This is an optimization exercise on Yosys and OpenROAD, whose aim is small area, a short achievable clock period and few clock cycles, not a production implementation.
The RTL was checked by simulation tests, not by an equivalence proof against the original design.
Power figures rest on the tool's default switching activity, not on a simulated workload.

==> flow/design.v <==
`timescale 1ns/100ps
`default_nettype none
package rv_pkg;
    localparam int XLEN       = 32;
    localparam int REG_ADDR_W = 5;
    localparam logic [6:0] OPC_OP     = 7'b0110011;  
    localparam logic [6:0] OPC_OP_IMM = 7'b0010011;  
    localparam logic [6:0] OPC_LOAD   = 7'b0000011;  
    localparam logic [6:0] OPC_STORE  = 7'b0100011;  
    localparam logic [6:0] OPC_BRANCH = 7'b1100011;  
endpackage
`default_nettype wire
`timescale 1ns/100ps
`default_nettype none
module reg_file (
    input  logic        clk,
    input  logic        we,
    input  logic [4:0]  rd,
    input  logic [31:0] wdata,
    input  logic [4:0]  rs1,
    input  logic [4:0]  rs2,
    output logic [31:0] rs1_data,
    output logic [31:0] rs2_data
);
    logic [31:0] regs [1:31];
    logic [31:1] sel1, sel2;
    for (genvar k = 1; k < 32; k++) begin : g_reg
        always_ff @(posedge clk) begin
            if (we && (rd == k)) begin
                regs[k] <= wdata;
            end
        end
        assign sel1[k] = (rs1 == k);
        assign sel2[k] = (rs2 == k);
    end
    always_comb begin
        rs1_data = '0;
        rs2_data = '0;
        for (int k = 1; k < 32; k++) begin
            rs1_data = rs1_data | ({32{sel1[k]}} & regs[k]);
            rs2_data = rs2_data | ({32{sel2[k]}} & regs[k]);
        end
    end
endmodule
`default_nettype wire
`timescale 1ns/100ps
`timescale 1ns/100ps
`timescale 1ns/100ps
`timescale 1ns/100ps
`default_nettype none
module fast_add #(
    parameter int W      = 32,
    parameter int SPARSE = 0
) (
    input  logic [W-1:0] a,
    input  logic [W-1:0] b,
    input  logic         cin,
    output logic [W-1:0] sum,
    output logic         cout
);
    localparam int L = (W > 32) ? 6 : (W > 16) ? 5 : (W > 8) ? 4 : (W > 4) ? 3 : (W > 2) ? 2 : 1;
    logic [W-1:0] g [L+1];
    logic [W-1:0] p [L+1];
    logic [W:0]   c;
    assign g[0] = a & b;
    assign p[0] = a ^ b;
    for (genvar l = 0; l < L; l++) begin : g_lvl
        for (genvar i = 0; i < W; i++) begin : g_bit
            if (SPARSE == 0 && i >= (1 << l)) begin : g_ks
                assign g[l+1][i] = g[l][i] | (p[l][i] & g[l][i-(1<<l)]);
                assign p[l+1][i] = p[l][i] & p[l][i-(1<<l)];
            end else if (SPARSE != 0 && ((i >> l) & 1) == 1) begin : g_sk
                assign g[l+1][i] = g[l][i] | (p[l][i] & g[l][((i >> l) << l) - 1]);
                assign p[l+1][i] = p[l][i] & p[l][((i >> l) << l) - 1];
            end else begin : g_pass
                assign g[l+1][i] = g[l][i];
                assign p[l+1][i] = p[l][i];
            end
        end
    end
    assign c[0] = cin;
    for (genvar i = 0; i < W; i++) begin : g_c
        assign c[i+1] = g[L][i] | (p[L][i] & cin);
    end
    assign sum  = p[0] ^ c[W-1:0];
    assign cout = c[W];
endmodule
`default_nettype wire
`timescale 1ns/100ps
`timescale 1ns/100ps
`default_nettype none
module rv_core_top #(
    parameter logic [31:0] RESET_PC = '0
) (
    input  logic        clk,
    input  logic        rst,
    output logic [31:0] imem_addr,
    input  logic [31:0] imem_data,
    output logic        dmem_valid,
    output logic        dmem_write,
    output logic [31:0] dmem_addr,
    output logic [31:0] dmem_wdata,
    input  logic        dmem_ready,
    input  logic [31:0] dmem_rdata
);
    logic [31:1] pc;             
    logic        d_valid;
    logic [31:0] d_w;
    logic [31:1] d_pc;
    logic        d_pred;
    logic        e_we;           
    logic        e_ld;
    logic        e_st;
    logic        e_br;           
    logic        e_bne;
    logic        e_pred;
    logic        e_sub;
    logic [4:0]  e_rd;
    logic [31:0] e_a;            
    logic [31:0] e_b;            
    logic [31:0] e_s;            
    logic        e_fa;           
    logic        e_fb;
    logic        e_fs;
    logic        m_we;
    logic [4:0]  m_rd;
    logic [31:0] m_alu;
    logic        x_inc;
    logic        x_dec;
    logic        r_mis;
    logic [31:1] r_tgt;
    logic        p_valid;
    logic        p_write;
    logic        p_we;           
    logic [4:0]  p_rd;
    logic [31:0] p_addr;
    logic [31:0] p_wdata;
    logic stall;       
    logic hz;          
    logic [31:0] f_w;
    logic        f_pred;
    logic [12:1] f_lo;           
    logic        f_c;
    logic [31:13] pc_hi_inc;
    logic [31:13] pc_hi_dec;
    logic [31:1] f_p4;
    logic [31:1] pc_next;
    assign f_w       = imem_data;
    assign imem_addr = {pc, 1'b0};
    assign f_pred    = (f_w[6:0] == rv_pkg::OPC_BRANCH) && (f_w[14:13] == 2'b00)
                    && (f_w[31] || (f_w[12] != (f_w[19:15] == f_w[24:20])));
    fast_add #(.W(12), .SPARSE(1)) i_tgt_add (
        .a    (pc[12:1]),
        .b    ({f_w[31], f_w[7], f_w[30:25], f_w[11:8]}),
        .cin  (1'b0),
        .sum  (f_lo),
        .cout (f_c)
    );
    fast_add #(.W(19), .SPARSE(0)) i_hi_inc (
        .a    (pc[31:13]),
        .b    (19'd0),
        .cin  (1'b1),
        .sum  (pc_hi_inc),
        .cout ()
    );
    fast_add #(.W(19), .SPARSE(0)) i_hi_dec (
        .a    (pc[31:13]),
        .b    ({19{1'b1}}),
        .cin  (1'b0),
        .sum  (pc_hi_dec),
        .cout ()
    );
    fast_add #(.W(31), .SPARSE(0)) i_p4 (
        .a    (pc),
        .b    (31'd2),
        .cin  (1'b0),
        .sum  (f_p4),
        .cout ()
    );
    assign pc_next   = f_pred ? {pc[31:13], f_lo} : f_p4;
    always_ff @(posedge clk or posedge rst) begin
        if (rst) begin
            pc <= RESET_PC[31:1];
        end else if (r_mis) begin
            pc <= r_tgt;
        end else if (x_inc || x_dec) begin
            pc <= {x_inc ? pc_hi_inc : pc_hi_dec, pc[12:1]};
        end else if (!stall && !hz) begin
            pc <= pc_next;
        end
    end
    always_ff @(posedge clk or posedge rst) begin
        if (rst) begin
            x_inc <= 1'b0;
            x_dec <= 1'b0;
        end else begin
            x_inc <= !r_mis && !x_inc && !x_dec && !stall && !hz && f_pred && f_c && !f_w[31];
            x_dec <= !r_mis && !x_inc && !x_dec && !stall && !hz && f_pred && !f_c && f_w[31];
        end
    end
    always_ff @(posedge clk or posedge rst) begin
        if (rst) begin
            d_valid <= 1'b0;
        end else if (r_mis) begin
            d_valid <= 1'b0;
        end else if (!stall && !hz) begin
            d_valid <= !(x_inc || x_dec);  
        end
    end
    always_ff @(posedge clk) begin
        if (!stall && !hz) begin
            d_w    <= f_w;
            d_pc   <= pc;
            d_pred <= f_pred;
        end
    end
    logic [6:0]  opc;
    logic [4:0]  rs1, rs2, rd;
    logic        is_op, is_opi, is_ld, is_st, is_br;
    logic        use1, use2, wr, sub;
    logic [31:0] imm;
    logic [31:0] rf1, rf2;
    logic [31:0] wb_data;
    logic [31:0] r1, r2;
    logic        fa_n, fb_n, fs_n;
    logic [31:1] alt;
    assign opc = d_w[6:0];
    assign rd  = d_w[11:7];
    assign rs1 = d_w[19:15];
    assign rs2 = d_w[24:20];
    assign is_op  = (opc == rv_pkg::OPC_OP);
    assign is_opi = (opc == rv_pkg::OPC_OP_IMM);
    assign is_ld  = (opc == rv_pkg::OPC_LOAD);
    assign is_st  = (opc == rv_pkg::OPC_STORE);
    assign is_br  = (opc == rv_pkg::OPC_BRANCH) && (d_w[14:13] == 2'b00);
    assign use1   = is_op | is_opi | is_ld | is_st | is_br;
    assign use2   = is_op | is_st | is_br;
    assign wr     = (is_op | is_opi | is_ld) && (rd != 5'd0);
    assign sub    = is_op && d_w[30];
    assign imm = is_st ? {{20{d_w[31]}}, d_w[31:25], d_w[11:7]}
                       : {{20{d_w[31]}}, d_w[31:20]};
    logic        lw;       
    logic        lcw;      
    logic        w_sel_p;
    logic        w_en;
    logic [4:0]  w_rd;
    assign lw      = p_valid && !p_write && p_we;
    assign lcw     = lw && dmem_ready;
    assign w_sel_p = lcw || !m_we;
    assign w_en    = m_we || lw;
    assign w_rd    = w_sel_p ? p_rd : m_rd;
    assign wb_data = w_sel_p ? dmem_rdata : m_alu;
    reg_file i_reg_file (
        .clk      (clk),
        .we       (w_en),
        .rd       (w_rd),
        .wdata    (wb_data),
        .rs1      (rs1),
        .rs2      (rs2),
        .rs1_data (rf1),
        .rs2_data (rf2)
    );
    assign r1 = (lw && (p_rd == rs1)) ? dmem_rdata : (m_we && (m_rd == rs1)) ? m_alu : rf1;
    assign r2 = (lw && (p_rd == rs2)) ? dmem_rdata : (m_we && (m_rd == rs2)) ? m_alu : rf2;
    assign hz = d_valid && (
                   (e_ld && e_we && (((e_rd == rs1) && use1) || ((e_rd == rs2) && use2)))
                || (lw && !dmem_ready && (((p_rd == rs1) && use1) || ((p_rd == rs2) && use2))));
    fast_add #(.W(31), .SPARSE(1)) i_alt_add (
        .a    (d_pc),
        .b    (d_pred ? 31'd2 : {{20{d_w[31]}}, d_w[7], d_w[30:25], d_w[11:8]}),
        .cin  (1'b0),
        .sum  (alt),
        .cout ()
    );
    assign fa_n = e_we && !e_ld && (e_rd == rs1);
    assign fb_n = e_we && !e_ld && (e_rd == rs2) && is_op;
    assign fs_n = e_we && !e_ld && (e_rd == rs2);
    always_ff @(posedge clk or posedge rst) begin
        if (rst) begin
            e_we <= 1'b0;
            e_ld <= 1'b0;
            e_st <= 1'b0;
            e_br <= 1'b0;
        end else if (r_mis || (!stall && (hz || !d_valid))) begin
            e_we <= 1'b0;
            e_ld <= 1'b0;
            e_st <= 1'b0;
            e_br <= 1'b0;
        end else if (!stall) begin
            e_we <= wr;
            e_ld <= is_ld;
            e_st <= is_st;
            e_br <= is_br;
        end
    end
    always_ff @(posedge clk) begin
        if (!stall) begin
            e_bne  <= d_w[12];
            e_pred <= d_pred;
            e_sub  <= sub;
            e_rd   <= rd;
            e_a    <= fa_n ? 32'd0 : r1;
            e_b    <= is_br ? {alt, 1'b0}
                    : is_op ? (fb_n ? 32'd0 : (r2 ^ {32{sub}}))
                    : imm;
            e_s    <= r2;
            e_fa   <= fa_n;
            e_fb   <= fb_n;
            e_fs   <= fs_n;
        end
    end
    logic [31:0] x_a, x_b, x_s, x_sum;
    logic        x_cout;
    logic        x_taken;
    logic        x_mis;
    assign x_a = e_a | (m_alu & {32{e_fa}});
    assign x_b = e_b | ((m_alu ^ {32{e_sub}}) & {32{e_fb}});
    assign x_s = e_fs ? m_alu : e_s;
    fast_add #(.W(32), .SPARSE(1)) i_alu_add (
        .a    (x_a),
        .b    (x_b),
        .cin  (e_sub),
        .sum  (x_sum),
        .cout (x_cout)
    );
    assign x_taken = (x_a == x_s) != e_bne;
    assign x_mis   = e_br && (x_taken != e_pred);
    always_ff @(posedge clk or posedge rst) begin
        if (rst) begin
            r_mis <= 1'b0;
        end else begin
            r_mis <= x_mis && !stall && !r_mis;
        end
    end
    always_ff @(posedge clk) begin
        r_tgt <= e_b[31:1];
    end
    always_ff @(posedge clk or posedge rst) begin
        if (rst) begin
            m_we <= 1'b0;
        end else if (r_mis) begin
            m_we <= 1'b0;
        end else if (!stall) begin
            m_we <= e_we && !e_ld;
        end
    end
    always_ff @(posedge clk) begin
        if (!stall) begin
            m_rd  <= e_rd;
            m_alu <= x_sum;
        end
    end
    assign stall = (p_valid && !dmem_ready && (e_ld || e_st) && !r_mis) || (lcw && m_we);
    logic kill;
    assign kill = !stall && !r_mis && e_we && !e_ld && lw && (p_rd == e_rd);
    always_ff @(posedge clk or posedge rst) begin
        if (rst) begin
            p_valid <= 1'b0;
        end else if (!stall && (e_ld || e_st) && !r_mis) begin
            p_valid <= 1'b1;
        end else if (dmem_ready) begin
            p_valid <= 1'b0;
        end
    end
    always_ff @(posedge clk) begin
        if (!stall && (e_ld || e_st) && !r_mis) begin
            p_write <= e_st;
            p_rd    <= e_rd;
            p_addr  <= x_sum;
            p_wdata <= x_s;
        end
    end
    always_ff @(posedge clk) begin
        if (!stall && (e_ld || e_st) && !r_mis) begin
            p_we <= e_we;
        end else if (kill) begin
            p_we <= 1'b0;
        end
    end
    assign dmem_valid = p_valid;
    assign dmem_write = p_write;
    assign dmem_addr  = p_addr;
    assign dmem_wdata = p_wdata;
endmodule
`default_nettype wire
make LEC_CHECK=0 CAP_MARGIN=20 CORE_MARGIN=2 CORE_UTILIZATION=45 CTS_BUF_LIST=sky130_fd_sc_hd__clkbuf_16 CTS_CLUSTER_DIAMETER=70 CTS_CLUSTER_SIZE=20 SETUP_SLACK_MARGIN=4.7 SLEW_MARGIN=20 TNS_END_PERCENT=0 finish   # period 8.0 ns
run.sh (not shown) runs the stock make flow with config.mk's settings and CLKGATE_MAP_FILE= SYNTH_SCRIPT=/design/flow/synth_recipe.tcl, a recipe that flattens the netlist after the stock synthesis.
The starting point went through all stages and came out clean.
Testbench counts at the start, summed over its fixed seeds: cycles 33,010.
==> next run, changes <==
--- a/flow/design.v
+++ b/flow/design.v
@@ -17,21 +17,18 @@
     input  logic        we,
     input  logic [4:0]  rd,
     input  logic [31:0] wdata,
-    input  logic [4:0]  rs1,
-    input  logic [4:0]  rs2,
+    input  logic [31:1] sel1,
+    input  logic [31:1] sel2,
     output logic [31:0] rs1_data,
     output logic [31:0] rs2_data
 );
     logic [31:0] regs [1:31];
-    logic [31:1] sel1, sel2;
     for (genvar k = 1; k < 32; k++) begin : g_reg
         always_ff @(posedge clk) begin
             if (we && (rd == k)) begin
                 regs[k] <= wdata;
             end
         end
-        assign sel1[k] = (rs1 == k);
-        assign sel2[k] = (rs2 == k);
     end
     always_comb begin
         rs1_data = '0;
@@ -108,6 +105,8 @@
     logic [31:0] d_w;
     logic [31:1] d_pc;
     logic        d_pred;
+    logic [31:1] d_sel1;         
+    logic [31:1] d_sel2;
     logic        e_we;           
     logic        e_ld;
     logic        e_st;
@@ -131,7 +130,7 @@
     logic [31:1] r_tgt;
     logic        p_valid;
     logic        p_write;
-    logic        p_we;           
+    logic        p_lw;           
     logic [4:0]  p_rd;
     logic [31:0] p_addr;
     logic [31:0] p_wdata;
@@ -211,6 +210,10 @@
         if (!stall && !hz) begin
             d_w    <= f_w;
             d_pc   <= pc;
+            for (int k = 1; k < 32; k++) begin
+                d_sel1[k] <= (f_w[19:15] == 5'(k));
+                d_sel2[k] <= (f_w[24:20] == 5'(k));
+            end
             d_pred <= f_pred;
         end
     end
@@ -244,7 +247,7 @@
     logic        w_sel_p;
     logic        w_en;
     logic [4:0]  w_rd;
-    assign lw      = p_valid && !p_write && p_we;
+    assign lw      = p_valid && p_lw;
     assign lcw     = lw && dmem_ready;
     assign w_sel_p = lcw || !m_we;
     assign w_en    = m_we || lw;
@@ -255,8 +258,8 @@
         .we       (w_en),
         .rd       (w_rd),
         .wdata    (wb_data),
-        .rs1      (rs1),
-        .rs2      (rs2),
+        .sel1     (d_sel1),
+        .sel2     (d_sel2),
         .rs1_data (rf1),
         .rs2_data (rf2)
     );
@@ -372,9 +375,9 @@
     end
     always_ff @(posedge clk) begin
         if (!stall && (e_ld || e_st) && !r_mis) begin
-            p_we <= e_we;
+            p_lw <= e_ld && e_we;
         end else if (kill) begin
-            p_we <= 1'b0;
+            p_lw <= 1'b0;
         end
     end
     assign dmem_valid = p_valid;
Result: Area after synthesis goes down by 0.76%; clock skew stays flat; design area came out lower by 3.9%; wire length shrinks by 12%; clock power fell by about 1%; total power hardly moves; worst hold slack is better by 0.012 ns; global-route usage came out lower by 4.0 points; die area came out lower by 0.75%; synthesized cell count drops by 10%; sequential share of layout area climbs by 4.8 points; combinational power fell by about 10%; fmax fell by 5.8%; core utilization decreases by 1.5 points.
Testbench counts after the change, summed over its fixed seeds: cycles 33,010.

[re-timing with driven ports]
In the flow no input, the clock included, has a driving cell. The finished layouts below were timed again as built, in two steps. Step 1: set_driving_cell puts a clkbuf_16 on clk and a buf_2 on each other input, an assumption about the parent block. Step 2 times the ports against the registers' clock, not the clock port: input delays grow and output delays shrink by t, the midpoint of the rising clock arrivals with the driver on. Three values: ideal ports, drivers, drivers and shift; two values: the first two.
run | t (ns) | setup slack, ns | latest minus earliest clock arrival (ns) | cell pins on the clock port's net
the first run | 0.827 | 4.379 / 4.379 / 3.719 | 0.069 / 0.069 | 1
the second run | 0.804 | 4.155 / 4.155 / 3.459 | 0.044 / 0.044 | 1
After both steps setup and hold are still met in every run listed. For the second run, which loses most, drivers alone change the setup slack by 0.000 ns; drivers and shift together by -0.696 ns.
